This is an optimization exercise on Yosys and OpenROAD, whose aim is small area, not a production implementation.
Where RTL was checked, it was by simulation tests only, not by an equivalence proof against the original.
The RTL of runs 1, 5 and 6 was laid out without a check of its function.
Power is estimated from default activity; no workload was simulated.

--- design/flow/flow/run.sh ---
#!/bin/bash
set -euo pipefail
cd "$(dirname "$0")/.."
cat >> config.mk <<'EOC'
export BUFFER_PORTS_ARGS = -buffer_cell sky130_fd_sc_hd__buf_1
export CTS_ARGS = -sink_clustering_enable -repair_clock_nets -sink_clustering_size 28 -sink_clustering_max_diameter 80 -buf_list sky130_fd_sc_hd__clkbuf_16 -dont_use_dummy_load
EOC
bash standard.sh synth > synth.log 2>&1
bash standard.sh > layout.log 2>&1
--- design/flow/standard.sh ---
#!/bin/bash
# synth_recipe.tcl (not shown) runs the flow's synth.tcl, then flattens the netlist and writes it again
# the make line also repeats each setting of config.mk as NAME=value (left out here)
make -C /OpenROAD-flow-scripts/flow DESIGN_CONFIG=/design/flow/config.mk WORK_HOME=/design/flow/orfs CLKGATE_MAP_FILE= SYNTH_SCRIPT=/design/flow/synth_recipe.tcl "${@:-finish}"
--- design/flow/config.mk ---
export PLATFORM = sky130hd
export DESIGN_NAME = debug_io_top
export DESIGN_NICKNAME = debug_io_top
export VERILOG_FILES = /design/flow/design.v
export SDC_FILE = /design/flow/constraint.sdc
export NUM_CORES = 4
export LEC_CHECK = 0
export CAP_MARGIN = 20
export CORE_MARGIN = 2
export CORE_UTILIZATION = 40
export SLEW_MARGIN = 20
export SYNTH_HIERARCHICAL = 1
export BUFFER_PORTS_ARGS = -buffer_cell sky130_fd_sc_hd__buf_1
export CTS_ARGS = -sink_clustering_enable -repair_clock_nets -sink_clustering_size 28 -sink_clustering_max_diameter 80 -buf_list sky130_fd_sc_hd__clkbuf_16 -dont_use_dummy_load
--- design/flow/constraint.sdc ---
create_clock -name core_clock -period 15.0 [get_ports {clk}]
set_input_delay 3.0000 -clock core_clock [delete_from_list [all_inputs] [get_ports {clk}]]
set_output_delay 3.0000 -clock core_clock [all_outputs]
set_load 0.01 [all_outputs]
--- design/flow/design.v ---
`timescale 1ns/1ps
`default_nettype none
package io_pkg;
    localparam int NUM_DIGITS    = 8;
    localparam int NUM_BUTTONS   = 5;
    localparam int TRACE_WIDTH   = 64;
    localparam int DISPLAY_WIDTH = 32;
    typedef logic [7:0] seg_pattern_t;
    typedef logic [NUM_DIGITS-1:0] digit_enable_t;
    typedef enum logic [4:0] {
        FIELD_PC,
        FIELD_INST,
        FIELD_RS1_ID,
        FIELD_RS1_DATA,
        FIELD_RS2_ID,
        FIELD_RS2_DATA,
        FIELD_ALU,
        FIELD_MEM_ADDR,
        FIELD_MEM_WE,
        FIELD_MEM_WDATA,
        FIELD_MEM_RDATA,
        FIELD_RD_WE,
        FIELD_RD_ID,
        FIELD_RD_DATA,
        FIELD_BR_TAKEN,
        FIELD_NPC,
        FIELD_UART
    } trace_field_e;
    typedef struct packed {
        logic [63:0] pc;
        logic [63:0] inst;
        logic [63:0] rs1_data;
        logic [63:0] rs2_data;
        logic [63:0] alu;
        logic [63:0] mem_addr;
        logic [63:0] mem_wdata;
        logic [63:0] mem_rdata;
        logic [63:0] rd_data;
        logic [63:0] npc;
        logic [4:0]  rs1_id;
        logic [4:0]  rs2_id;
        logic [4:0]  rd_id;
        logic        mem_we;
        logic        rd_we;
        logic        br_taken;
    } core_info_t;
    typedef struct packed {
        logic [63:0] uart_info;
    } mem_info_t;
    typedef struct packed {
        logic         debug_step;
        logic         slow_clock;
        logic [7:0]   unused;
        logic         word_half;
        trace_field_e field_sel;
    } panel_switch_t;
    function automatic seg_pattern_t hex_to_segments(input logic [3:0] hex);
        case (hex)
            4'h0: hex_to_segments = 8'b11000000;
            4'h1: hex_to_segments = 8'b11111001;
            4'h2: hex_to_segments = 8'b10100100;
            4'h3: hex_to_segments = 8'b10110000;
            4'h4: hex_to_segments = 8'b10011001;
            4'h5: hex_to_segments = 8'b10010010;
            4'h6: hex_to_segments = 8'b10000010;
            4'h7: hex_to_segments = 8'b11111000;
            4'h8: hex_to_segments = 8'b10000000;
            4'h9: hex_to_segments = 8'b10010000;
            4'ha: hex_to_segments = 8'b10001000;
            4'hb: hex_to_segments = 8'b10000011;
            4'hc: hex_to_segments = 8'b11000110;
            4'hd: hex_to_segments = 8'b10100001;
            4'he: hex_to_segments = 8'b10000110;
            default: hex_to_segments = 8'b10001110;
        endcase
    endfunction
endpackage
`default_nettype wire
`timescale 1ns/1ps
`default_nettype none
module half_adder (
    input  logic a,
    input  logic b,
    output logic s,
    output logic c
);
    assign s = a ^ b;
    assign c = a & b;
endmodule
module clock_divider #(
    parameter int FAST_CLK_BIT  = 2,
    parameter int SLOW_CLK_BIT  = 20,
    parameter int SCAN_DIV_BITS = 10
) (
    input  logic       clk,
    input  logic       rst,
    output logic       fast_clk,
    output logic       slow_clk,
    output logic       scan_tick,
    output logic [2:0] digit
);
    localparam int HI_CLK_BIT = (FAST_CLK_BIT > SLOW_CLK_BIT) ? FAST_CLK_BIT : SLOW_CLK_BIT;
    localparam int CNT_WIDTH  = (HI_CLK_BIT >= SCAN_DIV_BITS + 2) ? HI_CLK_BIT + 1 : SCAN_DIV_BITS + 3;
    logic [CNT_WIDTH-1:0] cnt_q;
    logic [CNT_WIDTH-1:0] cnt_d;
    logic [CNT_WIDTH-1:0] carry;
    assign cnt_d[0] = ~cnt_q[0];
    assign carry[0] = cnt_q[0];
    for (genvar i = 1; i < CNT_WIDTH; i++) begin : g_inc
        half_adder u_ha (.a(cnt_q[i]), .b(carry[i-1]), .s(cnt_d[i]), .c(carry[i]));
    end
    always_ff @(posedge clk or posedge rst) begin
        if (rst) begin
            cnt_q <= '0;
        end else begin
            cnt_q <= cnt_d;
        end
    end
    assign fast_clk  = cnt_q[FAST_CLK_BIT];
    assign slow_clk  = cnt_q[SLOW_CLK_BIT];
    assign scan_tick = carry[SCAN_DIV_BITS-1];
    assign digit     = cnt_q[SCAN_DIV_BITS +: 3];
endmodule
`default_nettype wire
`timescale 1ns/1ps
`default_nettype none
module button_debouncer #(
    parameter int DEBOUNCE_LEN = 8
) (
    input  logic clk,
    input  logic rst,
    input  logic scan_tick,
    input  logic btn,
    output logic btn_clean
);
    localparam int CW = $clog2(DEBOUNCE_LEN + 1);
    logic [CW-1:0] run_q;
    always_ff @(posedge clk or posedge rst) begin
        if (rst) begin
            run_q <= '0;
        end else if (scan_tick) begin
            if (!btn) begin
                run_q <= '0;
            end else if (run_q != CW'(DEBOUNCE_LEN)) begin
                run_q <= run_q + CW'(1);
            end
        end
    end
    assign btn_clean = (run_q == CW'(DEBOUNCE_LEN));
endmodule
`default_nettype wire
`timescale 1ns/1ps
`default_nettype none
module core_clock_select (
    input  logic clk,
    input  logic rst,
    input  logic debug_step,
    input  logic slow_clock,
    input  logic step_btn,
    input  logic fast_clk,
    input  logic slow_clk,
    output logic clk_core
);
    logic debug_q;
    always_ff @(posedge clk or posedge rst) begin
        if (rst) begin
            debug_q <= 1'b0;
        end else begin
            debug_q <= debug_step;
        end
    end
    always_comb begin
        if (debug_q) begin
            clk_core = step_btn;
        end else if (slow_clock) begin
            clk_core = slow_clk;
        end else begin
            clk_core = fast_clk;
        end
    end
endmodule
`default_nettype wire
`timescale 1ns/1ps
`default_nettype none
module trace_store #(
    parameter int W = 1
) (
    input  logic         clk,
    input  logic         en,
    input  logic         en_n,
    input  logic [W-1:0] d,
    output logic [W-1:0] q
);
    always_ff @(posedge clk) begin
        q <= (d & {W{en}}) | (q & {W{en_n}});
    end
endmodule
module aoi222 (
    input  logic a1, a2, b1, b2, c1, c2,
    output logic y
);
    assign y = ~((a1 & a2) | (b1 & b2) | (c1 & c2));
endmodule
module onehot_mux8 (
    input  logic [7:0] d,
    input  logic [7:0] s,
    output logic       y
);
    logic n0, n1, n2;
    aoi222 u0 (.a1(d[0]), .a2(s[0]), .b1(d[1]), .b2(s[1]), .c1(d[2]), .c2(s[2]), .y(n0));
    aoi222 u1 (.a1(d[3]), .a2(s[3]), .b1(d[4]), .b2(s[4]), .c1(d[5]), .c2(s[5]), .y(n1));
    assign n2 = ~((d[6] & s[6]) | (d[7] & s[7]));
    assign y  = ~(n0 & n1 & n2);
endmodule
module and2 (
    input  logic a, b,
    output logic y
);
    assign y = a & b;
endmodule
module onehot_or #(
    parameter int N = 3
) (
    input  logic [N-1:0] d,
    input  logic [N-1:0] s,
    output logic         y
);
    localparam int NG = (N + 2) / 3;
    logic [3*NG-1:0] dp, sp;
    logic [NG-1:0]   n;
    assign dp = {{(3*NG-N){1'b0}}, d};
    assign sp = {{(3*NG-N){1'b0}}, s};
    for (genvar j = 0; j < NG; j++) begin : g_grp
        if (3*j + 2 < N) begin : g3
            aoi222 u (.a1(dp[3*j]), .a2(sp[3*j]), .b1(dp[3*j+1]), .b2(sp[3*j+1]),
                      .c1(dp[3*j+2]), .c2(sp[3*j+2]), .y(n[j]));
        end else if (3*j + 1 < N) begin : g2
            assign n[j] = ~((dp[3*j] & sp[3*j]) | (dp[3*j+1] & sp[3*j+1]));
        end else begin : g1
            assign n[j] = ~(dp[3*j] & sp[3*j]);
        end
    end
    assign y = ~&n;
endmodule
module field_decode #(
    parameter int NF = 11,
    parameter logic [5*NF-1:0] CODES = '0
) (
    input  logic          seen,
    input  logic [4:0]    field_sel,
    input  logic          word_half,
    output logic [NF-1:0] f_lo,
    output logic [NF-1:0] f_hi,
    output logic [5:0]    f_nar
);
    always_comb begin
        for (int i = 0; i < NF; i++) begin
            f_lo[i] = seen && field_sel == CODES[5*i +: 5] && !word_half;
            f_hi[i] = seen && field_sel == CODES[5*i +: 5] &&  word_half;
        end
        f_nar[0] = seen && field_sel == 5'd2  && !word_half;
        f_nar[1] = seen && field_sel == 5'd4  && !word_half;
        f_nar[2] = seen && field_sel == 5'd12 && !word_half;
        f_nar[3] = seen && field_sel == 5'd8  && !word_half;
        f_nar[4] = seen && field_sel == 5'd11 && !word_half;
        f_nar[5] = seen && field_sel == 5'd14 && !word_half;
    end
endmodule
module trace_select (
    input  logic                               clk,
    input  logic                               rst,
    input  logic                               cosim_valid,
    input  logic [657:0]                       cosim_core_info,
    input  logic [63:0]                        cosim_mem_info,
    input  logic [4:0]                         field_sel,
    input  logic                               word_half,
    input  logic [7:0]                         digit_oh,
    output logic [3:0]                         nibble
);
    localparam int NF = 11;   
    logic [657:0] core_q;
    logic [63:0]  mem_q;
    logic         seen_q;     
    trace_store #(.W(658)) u_core_store (
        .clk  (clk),
        .en   (cosim_valid),
        .en_n (~cosim_valid),
        .d    (cosim_core_info),
        .q    (core_q)
    );
    trace_store #(.W(64)) u_mem_store (
        .clk  (clk),
        .en   (cosim_valid),
        .en_n (~cosim_valid),
        .d    (cosim_mem_info),
        .q    (mem_q)
    );
    always_ff @(posedge clk or posedge rst) begin
        if (rst) begin
            seen_q <= 1'b0;
        end else if (cosim_valid) begin
            seen_q <= 1'b1;
        end
    end
    logic [63:0] word [NF];
    assign word[0]  = core_q[657:594];   
    assign word[1]  = core_q[593:530];   
    assign word[2]  = core_q[529:466];   
    assign word[3]  = core_q[465:402];   
    assign word[4]  = core_q[401:338];   
    assign word[5]  = core_q[337:274];   
    assign word[6]  = core_q[273:210];   
    assign word[7]  = core_q[209:146];   
    assign word[8]  = core_q[145:82];    
    assign word[9]  = core_q[81:18];     
    assign word[10] = mem_q;             
    localparam logic [5*NF-1:0] CODES = {5'd16, 5'd15, 5'd13, 5'd10, 5'd9, 5'd7, 5'd6, 5'd5, 5'd3, 5'd1, 5'd0};
    logic [4:0] rs1_id, rs2_id, rd_id;    
    logic       mem_we, rd_we, br_taken;
    assign rs1_id   = core_q[17:13];
    assign rs2_id   = core_q[12:8];
    assign rd_id    = core_q[7:3];
    assign mem_we   = core_q[2];
    assign rd_we    = core_q[1];
    assign br_taken = core_q[0];
    logic [NF-1:0] f_lo, f_hi;
    logic [5:0]    f_nar;    
    field_decode #(.NF(NF), .CODES(CODES)) u_field_decode (
        .seen      (seen_q),
        .field_sel (field_sel),
        .word_half (word_half),
        .f_lo      (f_lo),
        .f_hi      (f_hi),
        .f_nar     (f_nar)
    );
    logic [3:0] g_lo [NF];
    logic [3:0] g_hi [NF];
    for (genvar i = 0; i < NF; i++) begin : g_word
        for (genvar b = 0; b < 4; b++) begin : g_bit
            logic [7:0] lo_bits, hi_bits;
            for (genvar k = 0; k < 8; k++) begin : g_dig
                assign lo_bits[k] = word[i][4*k + b];
                assign hi_bits[k] = word[i][32 + 4*k + b];
            end
            onehot_mux8 u_lo (.d(lo_bits), .s(digit_oh), .y(g_lo[i][b]));
            onehot_mux8 u_hi (.d(hi_bits), .s(digit_oh), .y(g_hi[i][b]));
        end
    end
    logic [8:0] s_nar;
    and2 u_s0 (.a(f_nar[0]), .b(digit_oh[0]), .y(s_nar[0]));
    and2 u_s1 (.a(f_nar[1]), .b(digit_oh[0]), .y(s_nar[1]));
    and2 u_s2 (.a(f_nar[2]), .b(digit_oh[0]), .y(s_nar[2]));
    and2 u_s3 (.a(f_nar[0]), .b(digit_oh[1]), .y(s_nar[3]));
    and2 u_s4 (.a(f_nar[1]), .b(digit_oh[1]), .y(s_nar[4]));
    and2 u_s5 (.a(f_nar[2]), .b(digit_oh[1]), .y(s_nar[5]));
    and2 u_s6 (.a(f_nar[3]), .b(digit_oh[0]), .y(s_nar[6]));
    and2 u_s7 (.a(f_nar[4]), .b(digit_oh[0]), .y(s_nar[7]));
    and2 u_s8 (.a(f_nar[5]), .b(digit_oh[0]), .y(s_nar[8]));
    for (genvar b = 0; b < 4; b++) begin : g_out
        localparam int NP = (b == 0) ? 2*NF + 9 : 2*NF + 3;
        logic [NP-1:0] d, sl;
        for (genvar i = 0; i < NF; i++) begin : g_pair
            assign d[2*i]    = g_lo[i][b];
            assign sl[2*i]   = f_lo[i];
            assign d[2*i+1]  = g_hi[i][b];
            assign sl[2*i+1] = f_hi[i];
        end
        assign d[2*NF +: 3]  = {rd_id[b], rs2_id[b], rs1_id[b]};
        assign sl[2*NF +: 3] = s_nar[2:0];
        if (b == 0) begin : g_b0
            assign d[2*NF+3 +: 6]  = {br_taken, rd_we, mem_we, rd_id[4], rs2_id[4], rs1_id[4]};
            assign sl[2*NF+3 +: 6] = s_nar[8:3];
        end
        onehot_or #(.N(NP)) u_or (.d(d), .s(sl), .y(nibble[b]));
    end
endmodule
`default_nettype wire
`timescale 1ns/1ps
`default_nettype none
module nand3_g (
    input  logic a, b, c,
    output logic y
);
    assign y = ~(a & b & c);
endmodule
module inv_g (
    input  logic a,
    output logic y
);
    assign y = ~a;
endmodule
module digit_decode (
    input  logic [2:0] digit,
    output logic [7:0] digit_oh,
    output logic [7:0] an
);
    logic [2:0] digit_n;
    for (genvar j = 0; j < 3; j++) begin : g_inv
        inv_g u_inv (.a(digit[j]), .y(digit_n[j]));
    end
    for (genvar k = 0; k < 8; k++) begin : g_dec
        nand3_g u_an (.a(k[0] ? digit[0] : digit_n[0]),
                      .b(k[1] ? digit[1] : digit_n[1]),
                      .c(k[2] ? digit[2] : digit_n[2]), .y(an[k]));
        inv_g   u_oh (.a(an[k]), .y(digit_oh[k]));
    end
endmodule
module seg_bit #(
    parameter logic [15:0] TT = '0
) (
    input  logic [3:0] x,
    output logic       y
);
    always_comb begin
        y = 1'b0;
        for (int n = 0; n < 16; n++) begin
            if (TT[n]) y = y | (x == 4'(n));
        end
    end
endmodule
module hex_segments (
    input  logic [3:0]           nibble,
    output io_pkg::seg_pattern_t cs
);
    seg_bit #(.TT(16'h2812)) u_s0 (.x(nibble), .y(cs[0]));
    seg_bit #(.TT(16'hd860)) u_s1 (.x(nibble), .y(cs[1]));
    seg_bit #(.TT(16'hd004)) u_s2 (.x(nibble), .y(cs[2]));
    seg_bit #(.TT(16'h8492)) u_s3 (.x(nibble), .y(cs[3]));
    seg_bit #(.TT(16'h02ba)) u_s4 (.x(nibble), .y(cs[4]));
    seg_bit #(.TT(16'h208e)) u_s5 (.x(nibble), .y(cs[5]));
    seg_bit #(.TT(16'h1083)) u_s6 (.x(nibble), .y(cs[6]));
    assign cs[7] = 1'b1;
endmodule
module seg_scan_display (
    input  logic [2:0]            digit,
    input  logic [3:0]            nibble,
    output logic [7:0]            digit_oh,
    output io_pkg::seg_pattern_t  cs,
    output io_pkg::digit_enable_t an
);
    digit_decode u_digit_decode (
        .digit    (digit),
        .digit_oh (digit_oh),
        .an       (an)
    );
    hex_segments u_hex_segments (
        .nibble (nibble),
        .cs     (cs)
    );
endmodule
`default_nettype wire
`timescale 1ns/1ps
`default_nettype none
module debug_io_top #(
    parameter int FAST_CLK_BIT  = 2,
    parameter int SLOW_CLK_BIT  = 20,
    parameter int SCAN_DIV_BITS = 10,
    parameter int DEBOUNCE_LEN  = 8
) (
    input  logic                           clk,
    input  logic                           rst,
    input  logic [15:0]                    switch,
    input  logic [io_pkg::NUM_BUTTONS-1:0] btn,
    input  logic                           cosim_valid,
    input  logic [657:0]                   cosim_core_info,
    input  logic [63:0]                    cosim_mem_info,
    output logic                           clk_core,
    output logic [7:0]                     cs,
    output logic [7:0]                     an
);
    io_pkg::panel_switch_t sw;
    assign sw = io_pkg::panel_switch_t'(switch);
    logic       fast_clk;
    logic       slow_clk;
    logic       scan_tick;
    logic [2:0] digit;
    logic       step;
    logic [7:0] digit_oh;
    logic [3:0] nibble;
    clock_divider #(
        .FAST_CLK_BIT  (FAST_CLK_BIT),
        .SLOW_CLK_BIT  (SLOW_CLK_BIT),
        .SCAN_DIV_BITS (SCAN_DIV_BITS)
    ) u_clock_divider (
        .clk       (clk),
        .rst       (rst),
        .fast_clk  (fast_clk),
        .slow_clk  (slow_clk),
        .scan_tick (scan_tick),
        .digit     (digit)
    );
    button_debouncer #(
        .DEBOUNCE_LEN (DEBOUNCE_LEN)
    ) u_button_debouncer (
        .clk       (clk),
        .rst       (rst),
        .scan_tick (scan_tick),
        .btn       (btn[0]),
        .btn_clean (step)
    );
    core_clock_select u_core_clock_select (
        .clk        (clk),
        .rst        (rst),
        .debug_step (sw.debug_step),
        .slow_clock (sw.slow_clock),
        .step_btn   (step),
        .fast_clk   (fast_clk),
        .slow_clk   (slow_clk),
        .clk_core   (clk_core)
    );
    trace_select u_trace_select (
        .clk             (clk),
        .rst             (rst),
        .cosim_valid     (cosim_valid),
        .cosim_core_info (cosim_core_info),
        .cosim_mem_info  (cosim_mem_info),
        .field_sel       (sw.field_sel),
        .word_half       (sw.word_half),
        .digit_oh        (digit_oh),
        .nibble          (nibble)
    );
    seg_scan_display u_seg_scan_display (
        .digit    (digit),
        .nibble   (nibble),
        .digit_oh (digit_oh),
        .cs       (cs),
        .an       (an)
    );
endmodule
`default_nettype wire
==> results.ini, run 1 <==
[clock_tree]
post_cts_buffers=0
cts_tree=done
clock_path_buffers=3
ctsHoldBuffers=0
cts-htree-levels=2
clock_latency_ns=0.58
cts_sinks=749
path_clk_slew_ns=0.10
cts_resized=0
cts_root_buf=clkbuf_16
cts_buffers=40

[global_route]
grt_pass1_vias=22500
grt_pass1_wl_um=147000
grt-ovfl-total=0
grt_max_degree=253
grtUsageTotal_pct=27.3
grt_antenna_before_repair=55

[sta]
rsz0062_at_grt=false
fin_ws_ns=5.71
tightest_slew_ns=1.27
layout_worst_path_cycle_share_pct=61.9
period_minus_slack_ns=9.29
tns_ns=0
slew_violations=0
worst_slew_margin_rel_pct=15.4
whs_ns=0.440
worst_clock_skew_ns=0.0274
finalHoldViolations=0
finalSetupViolCount=0
fmax_ghz=0.108

[setup_path]
cp-end-kind=primary output
crit_type=input port to primary output
path_max_fanout=20
critPathMaxStageDelay_ns=0.71
cp.arrival_ns=6.29
r2r-end=u_clock_divider.cnt_q[20]$_DFF_PP0_
worstPathRequired_ns=12.00
cp_slowest_cell=a222oi_1
r2r_start=u_clock_divider.cnt_q[0]$_DFF_PP0_
r2r_setup_slack_ns=10.68
start_kind=input port
path_cells=buf_1 > nand4bb_1 > nor2_1 > a222oi_1 > nand4_1 > a211o_1 > or4b_1 > o211ai_1 > buf_1
reg2reg_depth=20
critPathMostFrequentCell=buf_1

[route]
drtPass1Iterations=9
vias_per_cell=6.24
drc=0
ant_nets=0
wl_um=103000
drtIter0Drc=3322
vias=23400
wl_per_cell_um=27.6

[worst_hold_path]
hold_path.startpoint=u_clock_divider.cnt_q[0]$_DFF_PP0_
hold_path.class=flop to flop
hold_end=u_clock_divider.cnt_q[0]$_DFF_PP0_
hold_depth=1

[status]
status=no timing/DRC/antenna violations

[power]
power_mw=3.79
irDropWorstVdd_v=0.0000895
power.density_mw_per_mm2=122
leakagePower_nw=12.1

[yosys]
ys_seq_area_share_pct=55.0
synth.avg_cell_area_um2=12.6
synth-edff-count=0
yosysWarnings=24
synth_area_leaders=dfxtp_1 (53%), a22o_1 (23%), a222oi_1 (7.6%)
synth_cells=2185
synth_nets=2953
synth_cell_types=48
synth_largest_area_cell=dfxtp_1
ys_async_sr_fraction_pct=3.60
synth_seq_cells=749
synth_flop_cell=dfxtp_1
synth_area_mm2=0.0275
synth_top_area_share_pct=52.5

[finish]
final_util_pct=45.4
area_growth_pct=12.7
final_area_mm2=0.0310
stdcell_count=3746
layout-drive-gt1-share_pct=3.00
nNetsFinal=3599

[floorplan]
io_pins=763
rows=96
start_util_pct=40.3
fp.dieArea_mm2=0.0709
core-area_mm2=0.0683
die_w_um=266
die_h_um=266

[job]
cap_violations=0

[placement]
io_buffers=749
gp_congestion=0.883
post-place-ws_ns=5.67
dpl_cell_area_mm2=0.0299
place_hpwl_um=72200
dp_cells=3671

## synthesized netlist by cell type (all sizes together) (2+ instances only)
| cell type | number |
|---|---|
| a22o | 724 |
| dfxtp | 722 |
| a222oi | 210 |
| buf | 165 |
| nand3 | 100 |
| a22oi | 88 |
| nor2 | 31 |
| dfrtp | 27 |
| ha | 22 |
| inv | 21 |
| and2 | 9 |
| nand4 | 8 |
| nand2 | 5 |
| nand4b | 4 |
| o21ai | 4 |
| or3b | 4 |
| a211o | 3 |
| nand3b | 3 |
| nand4bb | 3 |
| nor2b | 3 |
| o211ai | 3 |
| or3 | 3 |
| or4b | 3 |
| and2b | 2 |
| mux2 | 2 |
## Yosys stat by module, one instance, submodules excluded, a selection
module | area (µm²) | copies in the design
core_clock_select | 47.5 | 1
trace_select | 38.8 | 1
half_adder | 12.5 | 20
hex_segments | 11.3 | 1
nand3_g | 5.00 | 8
aoi222 | 10.0 | 210
onehot_mux8 | 12.5 | 88
inv_g | 3.75 | 11
and2 | 6.26 | 9
## metal layers
metal | global-route usage [%] | vias up | routed length (µm) | part of all wire, %
met5 | 0 | - | 277 | 0.27
met1 | 34.1 | 11600 | 40300 | 39
met4 | 8.53 | 44 | 2570 | 2.5
met2 | 45.9 | 1129 | 50300 | 49
met3 | 7.42 | 179 | 9760 | 9.5
li1 | - | 10400 | - | -
## flip-flops by register name, summed over array words and instances (netlist names)
register,flops
u_core_clock_select.debug_q,1
u_trace_select.u_mem_store.q,64
u_trace_select.seen_q,1
u_button_debouncer.run_q,4
u_clock_divider.cnt_q,21
u_trace_select.u_core_store.q,658
## power breakdown
part           internal (mW)  leakage (nW)  switching, mW  total (mW)
registers               2.17          6.43          0.106        2.28
clock network          0.478         0.493          0.640        1.12
logic                  0.206          5.15          0.188       0.394
total                   2.86          12.1          0.934        3.79
## cell type report
type	instances	area, µm²
antenna	35	87.6
clock buffer	40	1000
fill	6508	37300
timing repair buffer	770	3010
tap	882	1100
multi-input combinational	1249	10600
inverter	21	105
sequential	749	15100
## kinds of logic (layout without fill, tap and decap cells)
family,Yosys count,after routing,synth area share (%)
compound gates,1037,1037,33.5
simple gates,184,184,3.71
xor+xnor,1,1,0.0318
other cells,1,36,0.0136
mux,4,4,0.200
buf+inv,187,831,6.58
fa+ha+maj,22,22,1.00
flops,749,749,55.0
## cell usage in the layout (no fill, tap or decap), drive strengths merged, types with 20 or more instances in the layout
master	count
a22o	724
ha	22
clkbuf	41
nor2	31
diode	35
dfxtp	722
dfrtp	27
inv	20
a22oi	88
a222oi	210
buf	769
nand3	100
## worst max-delay path: cells and delay by family
family / cells / cell delay (ns)
AOI/OAI and AO/OA: 3 / 1.45
buffers and inverters: 2 / 0.38
and+or+nand+nor: 4 / 1.44
## how the worst max path moves through the flow
stage | startpoint | endpoint | slack [ns] | cells after the start
floorplan | switch[4] | cs[0] | 6.92 | 9
global placement | switch[2] | cs[0] | 5.70 | 9
detailed placement | switch[2] | cs[0] | 5.67 | 9
CTS | switch[2] | cs[2] | 5.67 | 9
global route | switch[2] | cs[0] | 5.52 | 9
finish | switch[2] | cs[0] | 5.71 | 9
==> run 2, diff against run 1 <==
--- a/design/flow/design.v
+++ b/design/flow/design.v
@@ -133,7 +133,10 @@
     input  logic btn,
     output logic btn_clean
 );
-    localparam int CW = $clog2(DEBOUNCE_LEN + 1);
+    localparam int CW = (DEBOUNCE_LEN < 2)  ? 1 : (DEBOUNCE_LEN < 4)   ? 2 :
+                        (DEBOUNCE_LEN < 8)  ? 3 : (DEBOUNCE_LEN < 16)  ? 4 :
+                        (DEBOUNCE_LEN < 32) ? 5 : (DEBOUNCE_LEN < 64)  ? 6 :
+                        (DEBOUNCE_LEN < 128) ? 7 : 8;
     logic [CW-1:0] run_q;
     always_ff @(posedge clk or posedge rst) begin
         if (rst) begin
@@ -141,12 +144,12 @@
         end else if (scan_tick) begin
             if (!btn) begin
                 run_q <= '0;
-            end else if (run_q != CW'(DEBOUNCE_LEN)) begin
+            end else if (!run_q[CW-1]) begin
                 run_q <= run_q + CW'(1);
             end
         end
     end
-    assign btn_clean = (run_q == CW'(DEBOUNCE_LEN));
+    assign btn_clean = run_q[CW-1];
 endmodule
 `default_nettype wire
 `timescale 1ns/1ps
==> design/flow/flow/run.sh (replaced) <==
#!/bin/bash
set -euo pipefail
cd "$(dirname "$0")/.."
cat >> config.mk <<'EOC'
export BUFFER_PORTS_ARGS = -buffer_cell sky130_fd_sc_hd__buf_1
export CTS_ARGS = -sink_clustering_enable -repair_clock_nets -sink_clustering_size 24 -sink_clustering_max_diameter 50 -buf_list sky130_fd_sc_hd__clkbuf_8 -dont_use_dummy_load
EOC
bash standard.sh synth > synth.log 2>&1
bash standard.sh > layout.log 2>&1
==> design/flow/config.mk (replaced) <==
export PLATFORM = sky130hd
export DESIGN_NAME = debug_io_top
export DESIGN_NICKNAME = debug_io_top
export VERILOG_FILES = /design/flow/design.v
export SDC_FILE = /design/flow/constraint.sdc
export NUM_CORES = 4
export LEC_CHECK = 0
export CAP_MARGIN = 0
export CORE_MARGIN = 2
export CORE_UTILIZATION = 65
export SLEW_MARGIN = 0
export SYNTH_HIERARCHICAL = 1
export BUFFER_PORTS_ARGS = -buffer_cell sky130_fd_sc_hd__buf_1
export CTS_ARGS = -sink_clustering_enable -repair_clock_nets -sink_clustering_size 24 -sink_clustering_max_diameter 50 -buf_list sky130_fd_sc_hd__clkbuf_8 -dont_use_dummy_load
==> run 2 against run 1 <==
Compared with the run above: synthesized cell count decreased by 0.27%; synthesized area decreased by 0.12%; the run now fails in I/O pin placement.
==> results.ini, run 2 <==
[yosys]
yosysWarnings=24
synth_seq_cells=749
synth_cells=2179
synth_largest_area_cell=dfxtp_1
synth-edff-count=0
ys_seq_area_share_pct=55.0
synth_nets=2946
synth.avg_cell_area_um2=12.6
yosysMostFrequentCell=dfxtp_1
synth_top_area_share_pct=52.6
ys_async_sr_fraction_pct=3.60
synth_common_cells=dfxtp_1 (722), a22o_1 (721), a222oi_1 (210)
synth_flop_cell=dfxtp_1
synth_area_leaders=dfxtp_1 (53%), a22o_1 (23%), a222oi_1 (7.6%)
synth_area_mm2=0.0275
synth_cell_types=46

[floorplan]
start_util_pct=65.7
die_w_um=210
die_h_um=210
rows=75

[status]
tool.error=[ERROR PPL-0024] Number of IO pins (763) exceeds maximum number of available positions (752). Increase the die perimeter from 838.66um to 1037.68um.
stop_stage=I/O pin placement
status=did not finish

## run 2: per-module statistics from Yosys (local to each module, per instance), a selection
module | cells inside | flip-flops and latches | area (µm²)
and2 | 1 | 0 | 6.26
hex_segments | 2 | 0 | 11.3
nand3_g | 1 | 0 | 5.00
onehot_mux8 | 2 | 0 | 12.5
trace_select | 4 | 1 | 38.8
core_clock_select | 5 | 1 | 47.5
## run 2: kinds of logic after synthesis
logic type                 synth area share, %
buffers and inverters                     6.54
adders and majority gates                0.956
AOI/OAI and AO/OA                         33.5
DFF                                       55.0
other                                   0.0136
and+or+nand+nor                           3.69
xor gates and xnor gates                0.0319
muxes                                    0.200
==> run 3, diff against run 2 <==
==> design/flow/flow/run.sh (replaced) <==
#!/bin/bash
set -euo pipefail
cd "$(dirname "$0")/.."
cat >> config.mk <<'EOC'
export BUFFER_PORTS_ARGS = -buffer_cell sky130_fd_sc_hd__buf_1
export CTS_ARGS = -sink_clustering_enable -repair_clock_nets -sink_clustering_size 18 -sink_clustering_max_diameter 60 -buf_list sky130_fd_sc_hd__clkbuf_8 -dont_use_dummy_load
EOC
bash standard.sh synth > synth.log 2>&1
bash standard.sh > layout.log 2>&1
==> design/flow/config.mk (replaced) <==
export PLATFORM = sky130hd
export DESIGN_NAME = debug_io_top
export DESIGN_NICKNAME = debug_io_top
export VERILOG_FILES = /design/flow/design.v
export SDC_FILE = /design/flow/constraint.sdc
export NUM_CORES = 4
export LEC_CHECK = 0
export CAP_MARGIN = 20
export CORE_MARGIN = 2
export CORE_UTILIZATION = 40
export SLEW_MARGIN = 20
export SYNTH_HIERARCHICAL = 1
export BUFFER_PORTS_ARGS = -buffer_cell sky130_fd_sc_hd__buf_1
export CTS_ARGS = -sink_clustering_enable -repair_clock_nets -sink_clustering_size 18 -sink_clustering_max_diameter 60 -buf_list sky130_fd_sc_hd__clkbuf_8 -dont_use_dummy_load
==> run 3 against run 2 <==
Compared with the run above: the run now finishes clean; synthesized area is the same; synthesized cell count is the same.
==> results.ini, run 3 <==
[yosys]
synth_area_leaders=dfxtp_1 (53%), a22o_1 (23%), a222oi_1 (7.6%)
synth_area_mm2=0.0275
synth_largest_area_cell=dfxtp_1
synth_flop_cell=dfxtp_1
synth_cells=2179
synth-edff-count=0
yosysMostFrequentCell=dfxtp_1
synth_seq_cells=749
synth_cell_types=46
ys_seq_area_share_pct=55.0
synth_top_area_share_pct=52.6
synth_common_cells=dfxtp_1 (722), a22o_1 (721), a222oi_1 (210)
ys_async_sr_fraction_pct=3.60
synth_nets=2946
yosysWarnings=24
synth.avg_cell_area_um2=12.6

[global_route]
grt-ovfl-total=0
grt_antenna_before_repair=52
grt_max_degree=244
grtUsageTotal_pct=27.7
grt_pass1_wl_um=149000
grt_pass1_vias=22900

[clock_tree]
cts_root_buf=clkbuf_8
cts_resized=0
cts-htree-levels=2
clock_path_buffers=3
clock_latency_ns=0.68
ctsHoldBuffers=0
post_cts_buffers=0
cts_sinks=749
path_clk_slew_ns=0.10
cts_tree=done
cts_buffers=57

[route]
met1_length_um=40700
met3WireLength_um=9540
drtPass1Iterations=10
vias_per_cell=6.27
drtIter0Drc=3410
top_layer=met5
wl_um=104000
wl_per_cell_um=27.7
drc=0
ant_nets=0
vias=23600
dr_wl_met2_um=49800

[power]
power.density_mw_per_mm2=118
irDropWorstVdd_v=0.0000784
leakagePower_nw=12.0

[setup_path]
cp-end-kind=primary output
start_kind=input port
path_max_fanout=21
worstPathRequired_ns=12.00
crit_type=input port to primary output
reg2reg_depth=20
critPathMaxStageDelay_ns=0.59
cp_slowest_cell=or4b_1
r2r-end=u_clock_divider.cnt_q[20]$_DFF_PP0_
cp.arrival_ns=6.06
path_cells=buf_1 > or4b_1 > nor2_2 > a222oi_1 > nand4_1 > a211o_1 > or4b_1 > o211ai_1 > buf_1
r2r_start=u_clock_divider.cnt_q[0]$_DFF_PP0_
r2r_setup_slack_ns=10.68

[worst_hold_path]
hold_depth=1
hold_path.class=flop to flop
hold_path.startpoint=u_clock_divider.cnt_q[0]$_DFF_PP0_
hold_end=u_clock_divider.cnt_q[0]$_DFF_PP0_

[finish]
final_util_pct=45.1
fillers=6470
final_cell_mix=buf_1 (748), dfxtp_1 (722), a22o_1 (721)
area_growth_pct=12.1
reg_top3=u_trace_select.u_core_store.q (658), u_trace_select.u_mem_store.q (64), u_clock_divider.cnt_q (21)
layout-drive-gt1-share_pct=3.80
layout_commonest_cell=buf_1
top_register=u_trace_select.u_core_store.q
largest_register_ffs=658
nNetsFinal=3612

[sta]
tns_ns=0
finalHoldViolations=0
period_minus_slack_ns=9.06
worst_clock_skew_ns=0.0155
layout_worst_path_cycle_share_pct=60.4
slew_violations=0
rsz0062_at_grt=false
worst_slew_margin_rel_pct=26.4
tightest_slew_ns=1.10
fmax_ghz=0.110
finalSetupViolCount=0

[placement]
place_hpwl_um=72700
gp_congestion=0.912
io_buffers=749

[status]
status=no timing/DRC/antenna violations

[floorplan]
io_pins=763
start_util_pct=40.2
die_w_um=266
core-area_mm2=0.0683
die_h_um=266
rows=96
fp.dieArea_mm2=0.0708

[job]
cap_violations=0

## run 3: power by group
| group | switching, mW | total (mW) | leakage (nW) | internal (mW) |
|---|---|---|---|---|
| clock network | 0.632 | 0.970 | 0.410 | 0.338 |
| logic | 0.193 | 0.400 | 5.17 | 0.207 |
| registers | 0.108 | 2.28 | 6.43 | 2.17 |
| total | 0.932 | 3.65 | 12.0 | 2.72 |
## run 3: how the worst max path moves through the flow
stage / startpoint / to / depth (start not counted)
after floorplan: switch[4] / cs[0] / 9
after CTS: switch[2] / cs[0] / 9
after detailed placement: switch[2] / cs[0] / 9
after global placement: switch[2] / cs[0] / 9
after global routing: switch[2] / cs[2] / 9
final: switch[2] / cs[2] / 9
## run 3: Yosys stat by module, one instance, submodules excluded, a selection
module / flops+latches / cells inside / times used / cell area, µm²
aoi222: 0 / 1 / 210 / 10.0
hex_segments: 0 / 2 / 1 / 11.3
inv_g: 0 / 1 / 11 / 3.75
core_clock_select: 1 / 5 / 1 / 47.5
trace_select: 1 / 4 / 1 / 38.8
nand3_g: 0 / 1 / 8 / 5.00
## run 3: logic make-up (layout without fill, tap and decap cells)
family	after synthesis	after routing	share of synthesized area, %
flip-flops	749	749	55.0
AND/OR/NAND/NOR	183	183	3.69
multiplexers	4	4	0.200
buffers and inverters	184	848	6.54
AO/OA/AOI/OAI	1036	1036	33.5
adder cells (fa/ha/maj)	21	21	0.956
XOR/XNOR	1	1	0.0319
other	1	33	0.0136
## run 3: metrics by stage
stage	power [mW]	hold WS (ns)	cells	setup WS, ns	area (µm²)
floorplan	2.57	0.398	2179	6.92	27500
global placement	2.69	0.409	3666	5.93	29900
detailed placement	2.71	0.425	3666	5.86	29900
CTS	3.67	0.440	3723	5.87	30700
global route	3.80	0.447	3752	5.78	30800
finish	3.65	0.431	3757	5.94	30800
## run 3: final cells by class
type / count / area, µm² / share of cell area, %
flip-flops and latches: 749 / 15100 / 49.1
clock buffers: 57 / 785 / 2.54
diodes: 32 / 80.1 / 0.260
multi-input cells: 1246 / 10600 / 34.3
inverters: 18 / 90.1 / 0.292
repair buffers: 773 / 3070 / 9.97
well taps: 882 / 1100 / 3.58
## run 3: critical path: cells and delay by family
kind            cells  cell delay [ns]
buf+inv             2             0.42
simple gates        4             1.45
compound gates      3             1.18
## run 3: routing by layer
layer  global-route usage (%)  vias to the layer above
li1                         -                    10400
met1                     34.3                    11600
met2                     46.0                     1202
met3                     7.23                      252
met4                     10.9                       42
met5                        0                        -
==> run 4, diff against run 3 <==
==> design/flow/flow/run.sh (replaced) <==
#!/bin/bash
set -euo pipefail
cd "$(dirname "$0")/.."
cat >> config.mk <<'EOC'
export BUFFER_PORTS_ARGS = -buffer_cell sky130_fd_sc_hd__buf_1
export CTS_ARGS = -sink_clustering_enable -repair_clock_nets -sink_clustering_size 18 -sink_clustering_max_diameter 90 -buf_list sky130_fd_sc_hd__clkbuf_8 -dont_use_dummy_load
EOC
bash standard.sh synth > synth.log 2>&1
bash standard.sh > layout.log 2>&1
--- a/design/flow/config.mk
+++ b/design/flow/config.mk
@@ -11,4 +11,4 @@
 export SLEW_MARGIN = 20
 export SYNTH_HIERARCHICAL = 1
 export BUFFER_PORTS_ARGS = -buffer_cell sky130_fd_sc_hd__buf_1
-export CTS_ARGS = -sink_clustering_enable -repair_clock_nets -sink_clustering_size 18 -sink_clustering_max_diameter 60 -buf_list sky130_fd_sc_hd__clkbuf_8 -dont_use_dummy_load
+export CTS_ARGS = -sink_clustering_enable -repair_clock_nets -sink_clustering_size 18 -sink_clustering_max_diameter 90 -buf_list sky130_fd_sc_hd__clkbuf_8 -dont_use_dummy_load
==> run 4 against run 3 <==
Compared with the run above: routed wire length is 0.21% higher; first-iteration DRC count up 6.5%; fmax fell by 0.87%; still clean on timing, DRC and antenna; non-clock buffer count is the same; die area unchanged; synthesized area unchanged; critical path type unchanged; sequential cell count stayed put; highest routed layer unchanged; register-to-register slack improved by 0.04 ns; clock power shrank 6.5%; sequential share of layout area rose by 0.22 points; total power is 1.7% lower.
==> results.ini, run 4 <==
[sta]
tightest_slew_ns=1.09
finalHoldViolations=0
period_minus_slack_ns=9.14
layout_worst_path_cycle_share_pct=60.9
worst_clock_skew_ns=0.0224
rsz0062_at_grt=false
slew_violations=0
fmax_ghz=0.109
finalSetupViolCount=0
fin_ws_ns=5.86
whs_ns=0.430
tns_ns=0
worst_slew_margin_rel_pct=27.0

[clock_tree]
ctsHoldBuffers=0
cts_root_buf=clkbuf_8
cts_sinks=749
cts_buffers=47
clock_path_buffers=3
cts_resized=0
clock_latency_ns=0.68
cts_tree=done
cts-htree-levels=2
path_clk_slew_ns=0.09
post_cts_buffers=0

[finish]
final_cell_mix=buf_1 (748), dfxtp_1 (722), a22o_1 (721)
final_area_mm2=0.0307
reg_top3=u_trace_select.u_core_store.q (658), u_trace_select.u_mem_store.q (64), u_clock_divider.cnt_q (21)
area_growth_pct=11.6
layout_commonest_cell=buf_1
largest_register_ffs=658
nNetsFinal=3602
top_register=u_trace_select.u_core_store.q
layout-drive-gt1-share_pct=3.46

[global_route]
gr-usage-met1_pct=34.5
gr-max-usage-layer=met2
gr-usage-met2_pct=46.1
grt_max_degree=244
grtUsageTotal_pct=27.8
grt-ovfl-total=0
grt_pass1_wl_um=149000
grt_pass1_vias=22900
grt_antenna_before_repair=48
grtUsageMet3_pct=7.14

[power]
leakagePower_nw=11.9
irDropWorstVdd_v=0.0000761
power.density_mw_per_mm2=117

[setup_path]
crit_family=simple AND/OR/NAND/NOR gates
r2r_start=u_clock_divider.cnt_q[0]$_DFF_PP0_
crit_type=input port to primary output
worstPathRequired_ns=12.00
cp.arrival_ns=6.14
setup.worst_path.end=cs[2]
worst-path-stages=9
path_max_fanout=21
start_kind=input port
path_cells=buf_1 > or4b_1 > nor2_2 > a222oi_1 > nand4_1 > a211o_1 > or4b_1 > o211ai_1 > buf_1
path_buf_inv=2
r2r_setup_slack_ns=10.72
cp-startpoint=switch[2]
cp-end-kind=primary output
reg2reg_depth=20
cp_slowest_cell=or4b_1
r2r-end=u_clock_divider.cnt_q[20]$_DFF_PP0_
critPathMaxStageDelay_ns=0.59

[placement]
io_buffers=749
gp_congestion=0.912
post-place-ws_ns=5.86
dpl_cell_area_mm2=0.0299
place_hpwl_um=72700

[yosys]
yosysWarnings=24
synth_area_mm2=0.0275
synth_largest_area_cell=dfxtp_1
synth.avg_cell_area_um2=12.6
synth_common_cells=dfxtp_1 (722), a22o_1 (721), a222oi_1 (210)
synth_cells=2179
synth_nets=2946
synth-edff-count=0
synth_flop_cell=dfxtp_1
synth_cell_types=46
ys_async_sr_fraction_pct=3.60
synth_top_area_share_pct=52.6
synth_seq_cells=749
ys_seq_area_share_pct=55.0
synth_area_leaders=dfxtp_1 (53%), a22o_1 (23%), a222oi_1 (7.6%)
yosysMostFrequentCell=dfxtp_1

[route]
vias=23600
ant_nets=0
vias_per_cell=6.29
wl_um=104000
drc=0
drtIter0Drc=3633
drtPass1Iterations=10
wl_per_cell_um=27.9

[floorplan]
start_util_pct=40.2
die_h_um=266
fp.dieArea_mm2=0.0708
core-area_mm2=0.0683
die_w_um=266
io_pins=763
rows=96

[worst_hold_path]
hold_path.class=flop to flop

[status]
status=no timing/DRC/antenna violations

[job]
cap_violations=0

[run 4: logic make-up (layout without fill, tap and decap cells)]
| group | Yosys count | count (layout) | synth area share (%) |
|---|---|---|---|
| flip-flops | 749 | 749 | 55.0 |
| AO/OA/AOI/OAI | 1036 | 1036 | 33.5 |
| buffers and inverters | 184 | 838 | 6.54 |
| multiplexers | 4 | 4 | 0.200 |
| other | 1 | 33 | 0.0136 |
| XOR/XNOR | 1 | 1 | 0.0319 |
| adder cells (fa/ha/maj) | 21 | 21 | 0.956 |
| AND/OR/NAND/NOR | 183 | 183 | 3.69 |
[run 4: metal layers]
layer,share of wire [%],vias to the layer above
li1,-,10400
met1,39,11700
met2,48,1215
met3,9.0,229
met4,3.4,42
met5,0.27,-
[run 4: worst reg2reg max path: stages, from the launching register on]
cell and delay, ns:
dfrtp_1 0.39, ha_1 0.18, ha_1 0.18, ha_1 0.18, ha_1 0.18, ha_1 0.17, ha_1 0.17, ha_1 0.17
ha_1 0.18, ha_1 0.26, ha_1 0.22, ha_1 0.18, ha_1 0.19, ha_1 0.18, ha_1 0.18, ha_1 0.18
ha_1 0.19, ha_1 0.18, ha_1 0.18, ha_1 0.18, ha_1 0.27
[run 4: worst min-delay path by stage]
stage / from / end / slack, ns / cells after the start
after global placement: u_clock_divider.cnt_q[0]$_DFF_PP0_ / u_clock_divider.cnt_q[0]$_DFF_PP0_ / 0.41 / 1
after detailed placement: u_clock_divider.cnt_q[0]$_DFF_PP0_ / u_clock_divider.cnt_q[0]$_DFF_PP0_ / 0.43 / 1
after global routing: u_clock_divider.cnt_q[0]$_DFF_PP0_ / u_clock_divider.cnt_q[0]$_DFF_PP0_ / 0.45 / 1
final: u_clock_divider.cnt_q[0]$_DFF_PP0_ / u_clock_divider.cnt_q[0]$_DFF_PP0_ / 0.43 / 1
after floorplan: u_clock_divider.cnt_q[0]$_DFF_PP0_ / u_clock_divider.cnt_q[0]$_DFF_PP0_ / 0.40 / 1
after CTS: u_clock_divider.cnt_q[0]$_DFF_PP0_ / u_clock_divider.cnt_q[0]$_DFF_PP0_ / 0.44 / 1
[run 4: where the power goes]
part / internal (mW) / total (mW) / switching [mW] / leakage, nW
clock: 0.283 / 0.907 / 0.624 / 0.338
sequential: 2.17 / 2.28 / 0.108 / 6.43
combinational: 0.207 / 0.400 / 0.193 / 5.17
total: 2.66 / 3.59 / 0.925 / 11.9
[run 4: per-stage QoR]
| stage | instances | total power [mW] | utilization (%) |
|---|---|---|---|
| global placement | 3666 | 2.69 | 43.8 |
| global route | 3739 | 3.73 | 44.9 |
| floorplan | 2179 | 2.57 | - |
| finish | 3747 | 3.59 | 44.9 |
| detailed placement | 3666 | 2.71 | 43.8 |
| CTS | 3713 | 3.60 | 44.7 |
[run 4: cell type report]
type / count / area (µm²)
sequential: 749 / 15100
tap: 882 / 1100
timing repair buffer: 773 / 3070
fill: 6467 / 37700
multi-input combinational: 1246 / 10600
antenna: 32 / 80.1
clock buffer: 47 / 647
inverter: 18 / 90.1
[run 4: modules after synthesis (local to each module, per instance), a selection]
module	cells	cell area [µm²]	times used
nand3_g	1	5.00	8
core_clock_select	5	47.5	1
and2	1	6.26	9
inv_g	1	3.75	11
hex_segments	2	11.3	1
half_adder	1	12.5	20
trace_select	4	38.8	1
onehot_mux8	2	12.5	88
aoi222	1	10.0	210
==> run 5, diff against run 4 <==
--- a/design/flow/design.v
+++ b/design/flow/design.v
@@ -245,6 +245,12 @@
     end
     assign y = ~&n;
 endmodule
+module nor2_g (
+    input  logic a, b,
+    output logic y
+);
+    assign y = ~(a | b);
+endmodule
 module field_decode #(
     parameter int NF = 11,
     parameter logic [5*NF-1:0] CODES = '0
@@ -256,18 +262,25 @@
     output logic [NF-1:0] f_hi,
     output logic [5:0]    f_nar
 );
+    logic [7:0] hi_n;    
+    logic [7:0] lo_n;    
     always_comb begin
-        for (int i = 0; i < NF; i++) begin
-            f_lo[i] = seen && field_sel == CODES[5*i +: 5] && !word_half;
-            f_hi[i] = seen && field_sel == CODES[5*i +: 5] &&  word_half;
+        for (int j = 0; j < 8; j++) begin
+            hi_n[j] = ~(seen && {word_half, field_sel[4:3]} == 3'(j));
+            lo_n[j] = ~(field_sel[2:0] == 3'(j));
         end
-        f_nar[0] = seen && field_sel == 5'd2  && !word_half;
-        f_nar[1] = seen && field_sel == 5'd4  && !word_half;
-        f_nar[2] = seen && field_sel == 5'd12 && !word_half;
-        f_nar[3] = seen && field_sel == 5'd8  && !word_half;
-        f_nar[4] = seen && field_sel == 5'd11 && !word_half;
-        f_nar[5] = seen && field_sel == 5'd14 && !word_half;
     end
+    for (genvar i = 0; i < NF; i++) begin : g_full
+        localparam logic [4:0] C = CODES[5*i +: 5];
+        nor2_g u_lo (.a(hi_n[{1'b0, C[4:3]}]), .b(lo_n[C[2:0]]), .y(f_lo[i]));
+        nor2_g u_hi (.a(hi_n[{1'b1, C[4:3]}]), .b(lo_n[C[2:0]]), .y(f_hi[i]));
+    end
+    nor2_g u_n0 (.a(hi_n[0]), .b(lo_n[2]), .y(f_nar[0]));
+    nor2_g u_n1 (.a(hi_n[0]), .b(lo_n[4]), .y(f_nar[1]));
+    nor2_g u_n2 (.a(hi_n[1]), .b(lo_n[4]), .y(f_nar[2]));
+    nor2_g u_n3 (.a(hi_n[1]), .b(lo_n[0]), .y(f_nar[3]));
+    nor2_g u_n4 (.a(hi_n[1]), .b(lo_n[3]), .y(f_nar[4]));
+    nor2_g u_n5 (.a(hi_n[1]), .b(lo_n[6]), .y(f_nar[5]));
 endmodule
 module trace_select (
     input  logic                               clk,
==> run 5 against run 4 <==
Compared with the run above: still clean; sequential share of layout area hardly changed; design area barely moved; non-clock buffer count unchanged; setup slack worse by 0.31 ns; critical path depth grew 1; critical endpoint is now cs[0]; largest cell class unchanged.
==> results.ini, run 5 <==
[status]
status=no timing/DRC/antenna violations

[placement]
place_hpwl_um=71500
io_buffers=749
dp_cells=3667
gp_congestion=0.861

[setup_path]
cp-startpoint=switch[4]
crit_type=input port to primary output
cp.arrival_ns=6.45
cp-end-kind=primary output
r2r_start=u_clock_divider.cnt_q[0]$_DFF_PP0_
reg2reg_depth=20
path_max_fanout=14
start_kind=input port
crit_family=simple AND/OR/NAND/NOR gates
r2r_setup_slack_ns=10.60
cp_slowest_cell=a222oi_1
critPathMostFrequentCell=buf_1
worstPathRequired_ns=12.00
critPathMaxStageDelay_ns=0.61
worst-path-stages=10
path_cells=buf_1 > nand4bb_1 > nor2_1 > and2_1 > a222oi_1 > nand4_1 > a2111o_1 > or4b_1 > o211ai_1 > buf_1
r2r-end=u_clock_divider.cnt_q[20]$_DFF_PP0_
path_buf_inv=2
setup.worst_path.end=cs[0]

[sta]
fmax_ghz=0.106
period_minus_slack_ns=9.45
rsz0062_at_grt=false
slew_violations=0
tightest_slew_ns=1.18
finalHoldViolations=0
tns_ns=0
layout_worst_path_cycle_share_pct=63.0
worst_slew_margin_rel_pct=21.3
finalSetupViolCount=0
worst_clock_skew_ns=0.0511

[yosys]
synth_flop_cell=dfxtp_1
synth_seq_cells=749
synth_common_cells=dfxtp_1 (722), a22o_1 (721), a222oi_1 (210)
ys_async_sr_fraction_pct=3.60
synth.avg_cell_area_um2=12.6
yosysWarnings=24
synth_largest_area_cell=dfxtp_1
synth_cells=2178
synth_top_area_share_pct=52.6
synth-edff-count=0
synth_cell_types=44
synth_area_leaders=dfxtp_1 (53%), a22o_1 (23%), a222oi_1 (7.7%)
yosysMostFrequentCell=dfxtp_1
synth_nets=2945
ys_seq_area_share_pct=55.1
synth_area_mm2=0.0275

[clock_tree]
path_clk_slew_ns=0.11
clock_latency_ns=0.66
cts_sinks=749
cts_resized=0
cts-htree-levels=2
cts_tree=done
clock_path_buffers=3
cts_root_buf=clkbuf_8
post_cts_buffers=0
ctsHoldBuffers=0
cts_buffers=49

[floorplan]
die_h_um=266
rows=96
fp.dieArea_mm2=0.0708
io_pins=763
die_w_um=266
core-area_mm2=0.0683
start_util_pct=40.2

[power]
pwr-share-seq_pct=63.4
leakagePower_nw=12.0
pwr-share-clk_pct=25.6
pwr-share-comb_pct=11.0
power.density_mw_per_mm2=117
p_sw_mw=0.923
sw_frac_of_total_pct=25.7
irDropWorstVdd_v=0.0000779
p_int_mw=2.67

[finish]
largest_register_ffs=658
layout-drive-gt1-share_pct=3.28
final_util_pct=44.9
top_register=u_trace_select.u_core_store.q
area_growth_pct=11.8
fillers=6568
reg_top3=u_trace_select.u_core_store.q (658), u_trace_select.u_mem_store.q (64), u_clock_divider.cnt_q (21)
layout_commonest_cell=buf_1
nNetsFinal=3605
final_cell_mix=buf_1 (748), dfxtp_1 (722), a22o_1 (721)
stdcell_count=3758

[route]
drtIter0Drc=3319
drc=0
ant_nets=0
wl_per_cell_um=27.6
vias_per_cell=6.20
wl_um=104000
vias=23300
drtPass1Iterations=10

[global_route]
grt_antenna_before_repair=42
grtUsageTotal_pct=27.6
grt_pass1_vias=23000
grt_pass1_wl_um=149000
grt-ovfl-total=0
grt_max_degree=264

[job]
cap_violations=0

[worst_hold_path]
hold_path.class=flop to flop

run 5: changes by cell type in the layout (fill, tap and decap cells not counted), sizes merged:
cell	previous run	this run
diode	32	40
nand4bb	3	4
clkbuf	48	50
nand4b	4	5
or4bb	1	0
clkinv	4	6
inv	14	12
run 5: cell families (layout without fill, tap and decap cells):
group                      after synthesis  in the layout  synth area share, %
and+or+nand+nor                        184            184                 3.66
other                                    1             41               0.0137
adders and majority gates               21             21                0.956
AOI/OAI and AO/OA                     1036           1036                 33.6
DFF                                    749            749                 55.1
muxes                                    4              4                0.200
xor gates and xnor gates                 1              1               0.0319
buffers and inverters                  182            840                 6.50
run 5: stage by stage:
stage               area [µm²]  power (mW)  worst slack, ns  hold slack, ns
finish                   30700        3.60             5.55           0.444
global route             30700        3.74             5.43           0.461
CTS                      30600        3.61             5.60           0.441
detailed placement       29900        2.71             5.61           0.425
global placement         29900        2.69             5.64           0.410
floorplan                27500        2.57             6.90           0.398
run 5: how the worst min path moves through the flow:
stage                     slack (ns)  cells after the start                                 end                               start
after floorplan                 0.40                      1  u_clock_divider.cnt_q[0]$_DFF_PP0_  u_clock_divider.cnt_q[0]$_DFF_PP0_
after global placement          0.41                      1  u_clock_divider.cnt_q[0]$_DFF_PP0_  u_clock_divider.cnt_q[0]$_DFF_PP0_
after detailed placement        0.43                      1  u_clock_divider.cnt_q[0]$_DFF_PP0_  u_clock_divider.cnt_q[0]$_DFF_PP0_
after CTS                       0.44                      1  u_clock_divider.cnt_q[0]$_DFF_PP0_  u_clock_divider.cnt_q[0]$_DFF_PP0_
after global routing            0.46                      1  u_clock_divider.cnt_q[0]$_DFF_PP0_  u_clock_divider.cnt_q[0]$_DFF_PP0_
final                           0.44                      1  u_clock_divider.cnt_q[0]$_DFF_PP0_  u_clock_divider.cnt_q[0]$_DFF_PP0_
run 5: power by group through the flow:
| stage | logic (mW) | clock network, mW | registers, mW |
|---|---|---|---|
| 2_1_floorplan | 0.284 | 0 | 2.28 |
| 3_3_place_gp | 0.378 | 0 | 2.31 |
| 3_5_place_dp | 0.389 | 0 | 2.32 |
| 4_1_cts | 0.393 | 0.943 | 2.27 |
| 5_1_grt | 0.431 | 1.02 | 2.30 |
| 6_report | 0.395 | 0.922 | 2.28 |
run 5: layout make-up:
class	count	area, µm²	area share (%)
clock buffer	49	674	2.20
multi-input combinational	1247	10600	34.4
tap	882	1100	3.59
sequential	749	15100	49.3
antenna	40	100	0.326
inverter	18	87.6	0.285
timing repair buffer	773	3060	9.98
run 5: modules after synthesis, one instance, submodules excluded, a selection:
module	cells	flip-flops and latches
half_adder	1	0
inv_g	1	0
trace_select	4	1
onehot_mux8	2	0
nor2_g	1	0
and2	1	0
core_clock_select	5	1
run 5: routing by layer:
layer	wire [µm]	track usage, %	share of wire, %	vias up
met1	41500	34.7	40	11600
met2	50400	45.8	49	1089
met5	113	0	0.11	-
li1	-	-	-	10500
met4	3070	10.5	3.0	18
met3	8700	6.63	8.4	193
run 5: worst reg2reg max path, cell delays in order (launching register included):
cell and delay (ns):
dfrtp_1 0.40, ha_1 0.19, ha_1 0.18, ha_1 0.18, ha_1 0.18, ha_1 0.19, ha_1 0.18, ha_1 0.18
ha_1 0.19, ha_1 0.28, ha_1 0.23, ha_1 0.18, ha_1 0.20, ha_1 0.19, ha_1 0.17, ha_1 0.18
ha_1 0.18, ha_1 0.18, ha_1 0.18, ha_1 0.18, ha_1 0.27
==> run 6, diff against run 5 <==
--- a/design/flow/config.mk
+++ b/design/flow/config.mk
@@ -5,10 +5,10 @@
 export SDC_FILE = /design/flow/constraint.sdc
 export NUM_CORES = 4
 export LEC_CHECK = 0
-export CAP_MARGIN = 20
+export CAP_MARGIN = 0
 export CORE_MARGIN = 2
 export CORE_UTILIZATION = 40
-export SLEW_MARGIN = 20
+export SLEW_MARGIN = 0
 export SYNTH_HIERARCHICAL = 1
 export BUFFER_PORTS_ARGS = -buffer_cell sky130_fd_sc_hd__buf_1
 export CTS_ARGS = -sink_clustering_enable -repair_clock_nets -sink_clustering_size 18 -sink_clustering_max_diameter 90 -buf_list sky130_fd_sc_hd__clkbuf_8 -dont_use_dummy_load
==> run 6 against run 5 <==
Compared with the run above: core utilization is 0.082 points lower; sequential power is essentially flat; global-route usage stayed put; combinational power hardly changed; fmax down 0.95%; final cell count is essentially flat; critical path depth unchanged; first-iteration DRC count rose by 5.6%; non-clock buffer count fell by 2; clock-buffer cell count is the same; via count shrank 0.40%; largest cell class unchanged; largest power group unchanged; highest routed layer unchanged.
==> results.ini, run 6 <==
[status]
status=no timing/DRC/antenna violations

[route]
drc=0
wl_per_cell_um=27.5
wl_um=103000
ant_nets=0
drtIter0Drc=3504
vias_per_cell=6.18
drtPass1Iterations=9
vias=23200

[yosys]
synth_seq_cells=749
synth_flop_cell=dfxtp_1
ys_async_sr_fraction_pct=3.60
yosysWarnings=24
synth_cells=2178
synth_cell_types=44
synth_area_mm2=0.0275
synth.avg_cell_area_um2=12.6
ys_seq_area_share_pct=55.1
synth_common_cells=dfxtp_1 (722), a22o_1 (721), a222oi_1 (210)
synth_top_area_share_pct=52.6
yosysMostFrequentCell=dfxtp_1
synth_area_leaders=dfxtp_1 (53%), a22o_1 (23%), a222oi_1 (7.7%)
synth-edff-count=0
synth_nets=2945
synth_largest_area_cell=dfxtp_1

[global_route]
grtUsageTotal_pct=27.6
grt-ovfl-total=0
grt_pass1_wl_um=149000
grt_max_degree=264
grt_antenna_before_repair=42
grt_pass1_vias=23000

[setup_path]
reg2reg_depth=20
r2r-end=u_clock_divider.cnt_q[20]$_DFF_PP0_
worstPathRequired_ns=12.00
path_max_fanout=14
crit_type=input port to primary output
cp.arrival_ns=6.54
r2r_setup_slack_ns=10.60
r2r_start=u_clock_divider.cnt_q[0]$_DFF_PP0_
cp-end-kind=primary output
start_kind=input port

[sta]
fmax_ghz=0.105
rsz0062_at_grt=false
tightest_slew_ns=1.46
slew_violations=0
worst_slew_margin_rel_pct=2.92
finalSetupViolCount=0
layout_worst_path_cycle_share_pct=63.6
finalHoldViolations=0
worst_clock_skew_ns=0.0511
tns_ns=0
period_minus_slack_ns=9.54

[clock_tree]
cts-htree-levels=2
cts_tree=done
cts_buffers=49
path_clk_slew_ns=0.11
post_cts_buffers=0
cts_resized=0
clock_path_buffers=3
clock_latency_ns=0.66
cts_sinks=749
cts_root_buf=clkbuf_8
ctsHoldBuffers=0

[power]
leakagePower_nw=11.9
irDropWorstVdd_v=0.0000784
power.density_mw_per_mm2=117

[finish]
top_register=u_trace_select.u_core_store.q
largest_register_ffs=658
final_cell_mix=buf_1 (748), dfxtp_1 (722), a22o_1 (721)
area_growth_pct=11.6
layout-drive-gt1-share_pct=3.21
reg_top3=u_trace_select.u_core_store.q (658), u_trace_select.u_mem_store.q (64), u_clock_divider.cnt_q (21)
layout_commonest_cell=buf_1
final_util_pct=44.9
nNetsFinal=3603
stdcell_count=3757

[placement]
dp_cells=3667
io_buffers=749
place_hpwl_um=71500
gp_congestion=0.861

[worst_hold_path]
hold_path.startpoint=u_clock_divider.cnt_q[0]$_DFF_PP0_
hold_end=u_clock_divider.cnt_q[0]$_DFF_PP0_
hold_path.class=flop to flop
hold_depth=1

[floorplan]
core-area_mm2=0.0683
fp.dieArea_mm2=0.0708
io_pins=763
rows=96
die_h_um=266
die_w_um=266
start_util_pct=40.2

[job]
cap_violations=0

-- run 6: kinds of logic (layout without fill, tap and decap cells) --
kind of cell	Yosys count	count (layout)	synth area share (%)
other cells	1	42	0.0137
mux	4	4	0.200
buf+inv	182	838	6.50
flops	749	749	55.1
xor+xnor	1	1	0.0319
simple gates	184	184	3.66
fa+ha+maj	21	21	0.956
compound gates	1036	1036	33.6
-- run 6: critical path, cell delays in order --
cell	delay [ns]
buf_1	0.20
nand4bb_1	0.55
nor2_1	0.10
and2_1	0.25
a222oi_1	0.66
nand4_1	0.16
a2111o_1	0.57
or4b_1	0.58
o211ai_1	0.14
buf_1	0.33
-- run 6: report_power, final --
group          switching, mW  total, mW  internal [mW]
registers              0.106       2.28           2.17
clock network          0.628      0.922          0.294
logic                  0.187      0.394          0.206
-- run 6: metrics by stage --
| step | area [µm²] | hold WS, ns | worst slack (ns) | total power [mW] |
|---|---|---|---|---|
| after floorplan | 27500 | 0.398 | 6.90 | 2.57 |
| after global placement | 29900 | 0.410 | 5.64 | 2.69 |
| after detailed placement | 29900 | 0.425 | 5.61 | 2.71 |
| after CTS | 30600 | 0.441 | 5.60 | 3.61 |
| after global routing | 30600 | 0.461 | 5.43 | 3.74 |
| final | 30700 | 0.445 | 5.46 | 3.59 |
-- run 6: metal layers --
metal	track usage (%)	share of wire, %
met4	10.5	3.1
met2	45.8	48
met1	34.7	41
met3	6.63	7.8
met5	0	0.11
-- run 6: worst max-delay path by stage --
stage	startpoint	end	slack (ns)	depth (start not counted)
2_1_floorplan	switch[5]	cs[0]	6.90	8
3_3_place_gp	switch[5]	cs[0]	5.64	9
3_5_place_dp	switch[4]	cs[0]	5.61	9
4_1_cts	switch[4]	cs[0]	5.60	9
5_1_grt	switch[4]	cs[0]	5.43	9
6_report	switch[4]	cs[0]	5.46	10
-- run 6: per-module statistics from Yosys, one instance, submodules excluded, a selection --
module	copies in the design	cell area (µm²)	cells inside
and2	9	6.26	1
aoi222	210	10.0	1
core_clock_select	1	47.5	5
hex_segments	1	11.3	2
inv_g	11	3.75	1
nand3_g	8	5.00	1
-- run 6: area by class of cell --
class	instances	area, µm²
diodes	41	103
clock buffers	49	674
fillers	6573	37700
inverters	18	87.6
multi-input cells	1247	10600
flip-flops and latches	749	15100
well taps	882	1100
repair buffers	771	3010

## separate check: timing with driven ports
Ports are ideal in the flow. The routed layouts listed here were re-timed in OpenROAD. Step 1: set_driving_cell puts a clkbuf_16 on clk and a buf_2 on each other input, an assumption about the parent block. Step 2 moves the port delays by t, midway between the first and last clock arrival at a register: inputs arrive t later, outputs are due t later. That takes back most of the time a late clock gives input paths. Three values: ideal ports, drivers, drivers and shift; two values: the first two.
run	t, ns	slack for setup (ns)	hold WS [ns]	worst data-port slew with drivers (ns)
run 1	0.630	5.713 / 5.625 / 5.625	0.440 / 0.440 / 0.440	0.20
run 3	0.719	5.941 / 5.824 / 5.824	0.431 / 0.431 / 0.431	0.16
run 4	0.713	5.862 / 5.740 / 5.740	0.430 / 0.430 / 0.430	0.15
run 5	0.713	5.555 / 5.463 / 5.463	0.444 / 0.444 / 0.444	0.14
run 6	0.712	5.464 / 5.375 / 5.375	0.445 / 0.445 / 0.445	0.13
After both steps every run listed still meets setup and hold. The setup slack of run 4, which loses most, moves by -0.122 ns with the drivers and by -0.122 ns with both steps.
